Context: an optimization exercise on an open-source flow, tuned for small area. The choices shown serve that exercise and are no tape-out recipe.
At most, simulation tests tie the RTL to the original design; equivalence was not proved.

==> module cordic_addx, before the edit <==
module cordic_addx
#(
   parameter int W  = 18,
   parameter int LO = 9
) (
   input  logic [W-1:0]  a,
   input  logic [LO-1:0] b,
   input  logic          bs,
   input  logic          ci,
   output logic [W-1:0]  s
);
   logic          c;
   logic [W-LO-1:0] ah, all1, all0;
   cordic_addc #(.W(LO)) u_lo (.a(a[LO-1:0]), .b(b), .ci(ci), .s(s[LO-1:0]), .co(c));
   assign ah = a[W-1:LO];
   localparam int H  = W - LO;
   localparam int HL = (H > 16) ? 5 : (H > 8) ? 4 : (H > 4) ? 3 : (H > 2) ? 2 : 1;
   logic [HL:0][H-1:0] t1, t0;
   if (H > 1) begin : g_init
      assign t1[0] = {ah[H-2:0], 1'b1};
      assign t0[0] = {~ah[H-2:0], 1'b1};
   end else begin : g_init1
      assign t1[0] = 1'b1;
      assign t0[0] = 1'b1;
   end
   for (genvar l = 0; l < HL; l++) begin : g_lvl
      for (genvar j = 0; j < H; j++) begin : g_bit
         if (((j >> l) & 1) == 1) begin : g_op
            localparam int J = ((j >> l) << l) - 1;
            assign t1[l+1][j] = t1[l][j] & t1[l][J];
            assign t0[l+1][j] = t0[l][j] & t0[l][J];
         end else begin : g_pass
            assign t1[l+1][j] = t1[l][j];
            assign t0[l+1][j] = t0[l][j];
         end
      end
   end
   assign all1 = t1[HL];
   assign all0 = t0[HL];
   assign s[W-1:LO] = ah ^ (c ? (all1 & {(W-LO){!bs}}) : (all0 & {(W-LO){bs}}));
endmodule
clock: 4.6 ns
lec_check: 0
cap_margin: 20
core_margin: 2
core_utilization: 60
cts_buf_list: sky130_fd_sc_hd__clkbuf_8 sky130_fd_sc_hd__clkbuf_16
cts_cluster_diameter: 100
cts_cluster_size: 20
slew_margin: 20
standard.sh (not shown) runs the stock make flow with config.mk's settings and CLKGATE_MAP_FILE= SYNTH_SCRIPT=/design/flow/synth_recipe.tcl, a recipe that flattens the netlist after the stock synthesis.
==> flow/flow/run.sh <==
#!/bin/bash
set -e
export CTS_ARGS="-sink_clustering_enable -repair_clock_nets -buf_list {sky130_fd_sc_hd__clkbuf_8 sky130_fd_sc_hd__clkbuf_16} -sink_clustering_size 20 -sink_clustering_max_diameter 100 -dont_use_dummy_load"
export BUFFER_PORTS_ARGS="-buffer_cell sky130_fd_sc_hd__buf_1"
cp standard.sh standard_sh.log
bash standard.sh finish > standard.log 2>&1
Then changed:
--- a/flow/design.v
+++ b/flow/design.v
@@ -107,13 +107,13 @@
             assign t0[l+1][j] = t0[l][j];
          end
       end
    end
    assign all1 = t1[HL];
    assign all0 = t0[HL];
-   assign s[W-1:LO] = ah ^ (c ? (all1 & {(W-LO){!bs}}) : (all0 & {(W-LO){bs}}));
+   assign s[W-1:LO] = ah ^ ((all1 & {(W-LO){c & !bs}}) | (all0 & {(W-LO){!c & bs}}));
 endmodule
 module cordic_stage
 #(
    parameter int W     = 18,
    parameter int PW    = 32,
    parameter int SHIFT = 1
Count of clock-buffer cells in the layout rose by 1.
Maximum frequency fell by 1.7%.
Routed wire length fell by 5.1%.
Via count fell by 3.2%.
Worst setup slack loses 0.076 ns.
Die area fell by 0.68%.
Utilization rose by 0.49 points.
Global-route usage fell by 1.3 points.
Synthesized cell count fell by 1.9%.
Synthesized area fell by 0.69%.
Clock skew rose by 0.019 ns.
Cell count fell by 0.75%.
For the second run of this note, only the layout was checked, not whether the RTL still works.

* * *

The RTL this note starts from:
==> flow/design.v <==
package cordic_pkg;
   typedef enum logic {ROTATE = 1'b0, VECTOR = 1'b1} mode_e;
   localparam logic [15:0] CORDIC_GAIN = 16'hD2C9;
   localparam logic [31:0] QTR32  = 32'h4000_0000;
   localparam logic [31:0] HALF32 = 32'h8000_0000;
   localparam logic [31:0] TQTR32 = 32'hC000_0000;
   localparam logic [32*32-1:0] ATAN_TAB = {
      32'h0000_0000,   
      32'h0000_0001,   
      32'h0000_0001,   
      32'h0000_0003,   
      32'h0000_0005,   
      32'h0000_000A,   
      32'h0000_0014,   
      32'h0000_0029,   
      32'h0000_0051,   
      32'h0000_00A3,   
      32'h0000_0146,   
      32'h0000_028C,   
      32'h0000_0518,   
      32'h0000_0A30,   
      32'h0000_145F,   
      32'h0000_28BE,   
      32'h0000_517D,   
      32'h0000_A2FA,   
      32'h0001_45F3,   
      32'h0002_8BE6,   
      32'h0005_17CC,   
      32'h000A_2F98,   
      32'h0014_5F2F,   
      32'h0028_BE53,   
      32'h0051_7C55,   
      32'h00A2_F61E,   
      32'h0145_D7E1,   
      32'h028B_0D43,   
      32'h0511_11D4,   
      32'h09FB_385B,   
      32'h12E4_051E,   
      32'h2000_0000   
   };
endpackage
module cordic_addc
#(
   parameter int W = 18
) (
   input  logic [W-1:0] a,
   input  logic [W-1:0] b,
   input  logic         ci,
   output logic [W-1:0] s,
   output logic         co
);
   localparam int N = W + 1;
   localparam int L = (N > 32) ? 6 : (N > 16) ? 5 : (N > 8) ? 4 : (N > 4) ? 3 : 2;
   logic [W-1:0]      hp;
   logic [L:0][N-1:0] g, p;
   assign hp   = a ^ b;
   assign g[0] = {a & b, ci};
   assign p[0] = {hp, 1'b0};
   for (genvar l = 0; l < L; l++) begin : g_lvl
      for (genvar i = 0; i < N; i++) begin : g_bit
         if (((i >> l) & 1) == 1) begin : g_op
            localparam int J = ((i >> l) << l) - 1;
            assign g[l+1][i] = g[l][i] | (p[l][i] & g[l][J]);
            assign p[l+1][i] = p[l][i] & p[l][J];
         end else begin : g_pass
            assign g[l+1][i] = g[l][i];
            assign p[l+1][i] = p[l][i];
         end
      end
   end
   assign s  = hp ^ g[L][W-1:0];
   assign co = g[L][W];
endmodule
module cordic_addx
#(
   parameter int W  = 18,
   parameter int LO = 9
) (
   input  logic [W-1:0]  a,
   input  logic [LO-1:0] b,
   input  logic          bs,
   input  logic          ci,
   output logic [W-1:0]  s
);
   logic          c;
   logic [W-LO-1:0] ah, all1, all0;
   logic          inc, dec;
   cordic_addc #(.W(LO)) u_lo (.a(a[LO-1:0]), .b(b), .ci(ci), .s(s[LO-1:0]), .co(c));
   assign ah = a[W-1:LO];
   localparam int H  = W - LO;
   localparam int HL = (H > 16) ? 5 : (H > 8) ? 4 : (H > 4) ? 3 : (H > 2) ? 2 : 1;
   logic [HL:0][H-1:0] t1, t0;
   if (H > 1) begin : g_init
      assign t1[0] = {ah[H-2:0], 1'b1};
      assign t0[0] = {~ah[H-2:0], 1'b1};
   end else begin : g_init1
      assign t1[0] = 1'b1;
      assign t0[0] = 1'b1;
   end
   for (genvar l = 0; l < HL; l++) begin : g_lvl
      for (genvar j = 0; j < H; j++) begin : g_bit
         if (((j >> l) & 1) == 1) begin : g_op
            localparam int J = ((j >> l) << l) - 1;
            assign t1[l+1][j] = t1[l][j] & t1[l][J];
            assign t0[l+1][j] = t0[l][j] & t0[l][J];
         end else begin : g_pass
            assign t1[l+1][j] = t1[l][j];
            assign t0[l+1][j] = t0[l][j];
         end
      end
   end
   assign all1 = t1[HL];
   assign all0 = t0[HL];
   assign inc = c & !bs;
   assign dec = !c & bs;
   assign s[W-1:LO] = ah ^ (c ? (all1 & {(W-LO){!bs}}) : (all0 & {(W-LO){bs}}));
endmodule
module cordic_stage
#(
   parameter int W     = 18,
   parameter int PW    = 32,
   parameter int SHIFT = 1
) (
   input  logic                clk,
   input  logic                mode_i,
   input  logic signed [W-1:0] x_i,
   input  logic signed [W-1:0] y_i,
   input  logic [PW-1:0]       z_i,
   output logic                mode_o,
   output logic signed [W-1:0] x_o,
   output logic signed [W-1:0] y_o,
   output logic [PW-1:0]       z_o
);
   localparam logic [PW-1:0] ATAN = PW'(cordic_pkg::ATAN_TAB[32*SHIFT +: 32] >> (32 - PW));
   localparam int ZLO = (ATAN >= 32'h1000_0000) ? 29 : (ATAN >= 32'h0800_0000) ? 28 :
                        (ATAN >= 32'h0400_0000) ? 27 : (ATAN >= 32'h0200_0000) ? 26 :
                        (ATAN >= 32'h0100_0000) ? 25 : (ATAN >= 32'h0080_0000) ? 24 :
                        (ATAN >= 32'h0040_0000) ? 23 : (ATAN >= 32'h0020_0000) ? 22 :
                        (ATAN >= 32'h0010_0000) ? 21 : (ATAN >= 32'h0008_0000) ? 20 :
                        (ATAN >= 32'h0004_0000) ? 19 : (ATAN >= 32'h0002_0000) ? 18 :
                        (ATAN >= 32'h0001_0000) ? 17 : (ATAN >= 32'h0000_8000) ? 16 :
                        (ATAN >= 32'h0000_4000) ? 15 : 14;
   localparam int XLO = W - SHIFT;
   logic          cw;
   logic [W-1:0]  x_d, y_d;
   logic [PW-1:0] z_d;
   assign cw = mode_i ? !y_i[W-1] : z_i[PW-1];
   cordic_addx #(.W(W), .LO(XLO)) u_ax (
      .a(x_i), .b(y_i[W-1:SHIFT] ^ {XLO{!cw}}), .bs(y_i[W-1] ^ !cw), .ci(!cw), .s(x_d));
   cordic_addx #(.W(W), .LO(XLO)) u_ay (
      .a(y_i), .b(x_i[W-1:SHIFT] ^ {XLO{cw}}),  .bs(x_i[W-1] ^ cw),  .ci(cw),  .s(y_d));
   cordic_addx #(.W(PW), .LO(ZLO)) u_az (
      .a(z_i), .b(ATAN[ZLO-1:0] ^ {ZLO{!cw}}), .bs(!cw), .ci(!cw), .s(z_d));
   always_ff @(posedge clk) begin
      mode_o <= mode_i;
      x_o    <= x_d;
      y_o    <= y_d;
      z_o    <= z_d;
   end
endmodule
module cordic_nco_rotator
#(
   parameter int IN_W    = 16,
   parameter int OUT_W   = 22,
   parameter int PHASE_W = 32,
   parameter int STAGES  = 16
) (
   input  logic                      clk,
   input  logic                      rst_n,
   input  logic                      in_valid,
   input  logic                      mode,
   input  logic signed [IN_W-1:0]    xin,
   input  logic signed [IN_W-1:0]    yin,
   input  logic        [PHASE_W-1:0] phase_step,
   input  logic                      phase_load,
   input  logic        [PHASE_W-1:0] phase_init,
   output logic                      out_valid,
   output logic                      out_mode,
   output logic signed [OUT_W-1:0]   xout,
   output logic signed [OUT_W-1:0]   yout,
   output logic        [PHASE_W-1:0] phase_out
);
   localparam int W = IN_W + 2;
   logic [PHASE_W-1:0] acc_q, acc_d, p;
   assign p     = phase_load ? phase_init : acc_q;
   assign acc_d = p + (phase_step & {PHASE_W{in_valid}});
   always_ff @(posedge clk or negedge rst_n) begin
      if (!rst_n) acc_q <= '0;
      else        acc_q <= acc_d;
   end
   logic [STAGES:0] vld_q;
   always_ff @(posedge clk or negedge rst_n) begin
      if (!rst_n) vld_q <= '0;
      else        vld_q <= {vld_q[STAGES-1:0], in_valid};
   end
   logic                   m0_q;
   logic signed [IN_W-1:0] x0_q, y0_q;
   logic [PHASE_W-1:0]     p0_q;
   always_ff @(posedge clk) begin
      m0_q <= mode;
      x0_q <= xin;
      y0_q <= yin;
      p0_q <= p;
   end
   logic signed [W-1:0] xe, ye, s_sum, d_sum, u, v, x1, y1;
   logic                nx, yz, d0;
   logic [1:0]          q;
   logic [PHASE_W-1:0]  z1;
   assign xe = {{(W-IN_W){x0_q[IN_W-1]}}, x0_q};
   assign ye = {{(W-IN_W){y0_q[IN_W-1]}}, y0_q};
   assign nx = x0_q[IN_W-1];
   assign yz = (y0_q == '0);
   assign d0 = nx ? (y0_q[IN_W-1] | yz) : !y0_q[IN_W-1];
   assign q  = m0_q ? {nx ^ d0, d0} : p0_q[PHASE_W-1 -: 2];
   cordic_addc #(.W(W)) u_s (.a(xe), .b(ye),  .ci(1'b0), .s(s_sum), .co());
   cordic_addc #(.W(W)) u_d (.a(xe), .b(~ye), .ci(1'b1), .s(d_sum), .co());
   assign u = q[0] ? s_sum : d_sum;
   assign v = q[0] ? d_sum : s_sum;
   cordic_addc #(.W(W)) u_nx (.a(u ^ {W{q[1] ^ q[0]}}), .b({W{1'b0}}), .ci(q[1] ^ q[0]), .s(x1), .co());
   cordic_addc #(.W(W)) u_ny (.a(v ^ {W{q[1]}}),        .b({W{1'b0}}), .ci(q[1]),      .s(y1), .co());
   always_comb begin
      if (m0_q) begin
         case (q)
            2'b00:   z1 = 32'hE000_0000;
            2'b11:   z1 = 32'h2000_0000;
            2'b01:   z1 = 32'hA000_0000;
            default: z1 = 32'h6000_0000;
         endcase
      end else begin
         z1 = {{3{!p0_q[29]}}, p0_q[28:0]};
      end
   end
   logic [STAGES-1:0]             m_c;
   logic [STAGES-1:0][W-1:0]      x_c, y_c;
   logic [STAGES-1:0][PHASE_W-1:0] z_c;
   always_ff @(posedge clk) begin
      m_c[0] <= m0_q;
      x_c[0] <= x1;
      y_c[0] <= y1;
      z_c[0] <= z1;
   end
   for (genvar i = 1; i < STAGES; i++) begin : g_stage
      cordic_stage #(
         .W     (W),
         .PW    (PHASE_W),
         .SHIFT (i)
      ) u_stage (
         .clk    (clk),
         .mode_i (m_c[i-1]),
         .x_i    (x_c[i-1]),
         .y_i    (y_c[i-1]),
         .z_i    (z_c[i-1]),
         .mode_o (m_c[i]),
         .x_o    (x_c[i]),
         .y_o    (y_c[i]),
         .z_o    (z_c[i])
      );
   end
   assign out_valid = vld_q[STAGES];
   assign out_mode  = m_c[STAGES-1];
   assign xout      = {{(OUT_W-W){x_c[STAGES-1][W-1]}}, x_c[STAGES-1]};
   assign yout      = {{(OUT_W-W){y_c[STAGES-1][W-1]}}, y_c[STAGES-1]};
   assign phase_out = z_c[STAGES-1];
endmodule
export LEC_CHECK = 0
export CAP_MARGIN = 20
export CORE_MARGIN = 2
export CORE_UTILIZATION = 60
export CTS_BUF_LIST = sky130_fd_sc_hd__clkbuf_8 sky130_fd_sc_hd__clkbuf_16
export CTS_CLUSTER_DIAMETER = 100
export CTS_CLUSTER_SIZE = 20
export SLEW_MARGIN = 20
create_clock -name core_clock -period 4.6 [get_ports {clk}]
run.sh (not shown) runs the stock make flow with config.mk's settings and CLKGATE_MAP_FILE= SYNTH_SCRIPT=/design/flow/synth_recipe.tcl, a recipe that flattens the netlist after the stock synthesis.
Stock flow here: none of the scripts above is used.
The starting point completed, yet does not pass: negative setup slack.
==> next run, changes <==
--- a/flow/design.v
+++ b/flow/design.v
@@ -83,9 +83,8 @@
    output logic [W-1:0]  s
 );
    logic          c;
    logic [W-LO-1:0] ah, all1, all0;
-   logic          inc, dec;
    cordic_addc #(.W(LO)) u_lo (.a(a[LO-1:0]), .b(b), .ci(ci), .s(s[LO-1:0]), .co(c));
    assign ah = a[W-1:LO];
    localparam int H  = W - LO;
    localparam int HL = (H > 16) ? 5 : (H > 8) ? 4 : (H > 4) ? 3 : (H > 2) ? 2 : 1;
@@ -110,10 +109,8 @@
       end
    end
    assign all1 = t1[HL];
    assign all0 = t0[HL];
-   assign inc = c & !bs;
-   assign dec = !c & bs;
    assign s[W-1:LO] = ah ^ (c ? (all1 & {(W-LO){!bs}}) : (all0 & {(W-LO){bs}}));
 endmodule
 module cordic_stage
 #(
@@ -131,16 +128,8 @@
    output logic signed [W-1:0] y_o,
    output logic [PW-1:0]       z_o
 );
    localparam logic [PW-1:0] ATAN = PW'(cordic_pkg::ATAN_TAB[32*SHIFT +: 32] >> (32 - PW));
-   localparam int ZLO = (ATAN >= 32'h1000_0000) ? 29 : (ATAN >= 32'h0800_0000) ? 28 :
-                        (ATAN >= 32'h0400_0000) ? 27 : (ATAN >= 32'h0200_0000) ? 26 :
-                        (ATAN >= 32'h0100_0000) ? 25 : (ATAN >= 32'h0080_0000) ? 24 :
-                        (ATAN >= 32'h0040_0000) ? 23 : (ATAN >= 32'h0020_0000) ? 22 :
-                        (ATAN >= 32'h0010_0000) ? 21 : (ATAN >= 32'h0008_0000) ? 20 :
-                        (ATAN >= 32'h0004_0000) ? 19 : (ATAN >= 32'h0002_0000) ? 18 :
-                        (ATAN >= 32'h0001_0000) ? 17 : (ATAN >= 32'h0000_8000) ? 16 :
-                        (ATAN >= 32'h0000_4000) ? 15 : 14;
    localparam int XLO = W - SHIFT;
    logic          cw;
    logic [W-1:0]  x_d, y_d;
    logic [PW-1:0] z_d;
@@ -148,10 +137,12 @@
    cordic_addx #(.W(W), .LO(XLO)) u_ax (
       .a(x_i), .b(y_i[W-1:SHIFT] ^ {XLO{!cw}}), .bs(y_i[W-1] ^ !cw), .ci(!cw), .s(x_d));
    cordic_addx #(.W(W), .LO(XLO)) u_ay (
       .a(y_i), .b(x_i[W-1:SHIFT] ^ {XLO{cw}}),  .bs(x_i[W-1] ^ cw),  .ci(cw),  .s(y_d));
-   cordic_addx #(.W(PW), .LO(ZLO)) u_az (
-      .a(z_i), .b(ATAN[ZLO-1:0] ^ {ZLO{!cw}}), .bs(!cw), .ci(!cw), .s(z_d));
+   logic [PW-1:0] zp, zm;
+   cordic_addc #(.W(PW)) u_zp (.a(z_i), .b(ATAN),  .ci(1'b0), .s(zp), .co());
+   cordic_addc #(.W(PW)) u_zm (.a(z_i), .b(~ATAN), .ci(1'b1), .s(zm), .co());
+   assign z_d = cw ? zp : zm;
    always_ff @(posedge clk) begin
       mode_o <= mode_i;
       x_o    <= x_d;
       y_o    <= y_d;
Effect: With this change the flow produced a clean layout; worst setup slack gains 0.49 ns; synthesized area goes down by 3.0%; synthesized cell count hardly moves; final cell count goes down by 2.2%; routed wire length goes up by 8.9%; global-route usage goes up by 2.7 points; maximum frequency goes up by 11%; utilization goes down by 1.1 points; die area goes down by 3.0%.
The RTL of the first run of this note was laid out without a check of its function.

[afterwards: timing with drivers on the ports]
No port has a modelled driver above. Below, the same layouts with a new extraction and two added sets of constraints. Step 1: set_driving_cell puts a clkbuf_16 on clk and a buf_2 on each other input, an assumption about the parent block. Step 2, shift: input delay + t, output delay - t, t = (earliest + latest rising clock arrival at the registers) / 2. This alone moves slack from input paths to output paths. a / b / c = no drivers / after step 1 / after step 2; a / b = the first two.
| run | t, ns | slack for setup (ns) | hold WS [ns] | clock arrival spread, ns | worst register clock-pin slew, ns |
|---|---|---|---|---|---|
| the first run of note 1 | 0.724 | 0.330 / 0.330 / 0.261 | 0.320 / 0.299 / 0.320 | 0.032 / 0.033 | 0.09 / 0.09 |
| the second run of note 1 | 0.712 | 0.254 / 0.254 / 0.075 | 0.296 / 0.296 / 0.296 | 0.054 / 0.054 | 0.09 / 0.09 |
| the first run of note 2 | 0.708 | -0.206 / -0.206 / -0.206 | 0.349 / 0.330 / 0.349 | 0.026 / 0.025 | 0.09 / 0.09 |
| the second run of note 2 | 0.741 | 0.285 / 0.285 / 0.105 | 0.331 / 0.284 / 0.331 | 0.028 / 0.028 | 0.09 / 0.09 |
For the second run of note 2, which loses most, drivers alone change the setup slack by 0.000 ns; drivers and shift together by -0.180 ns.
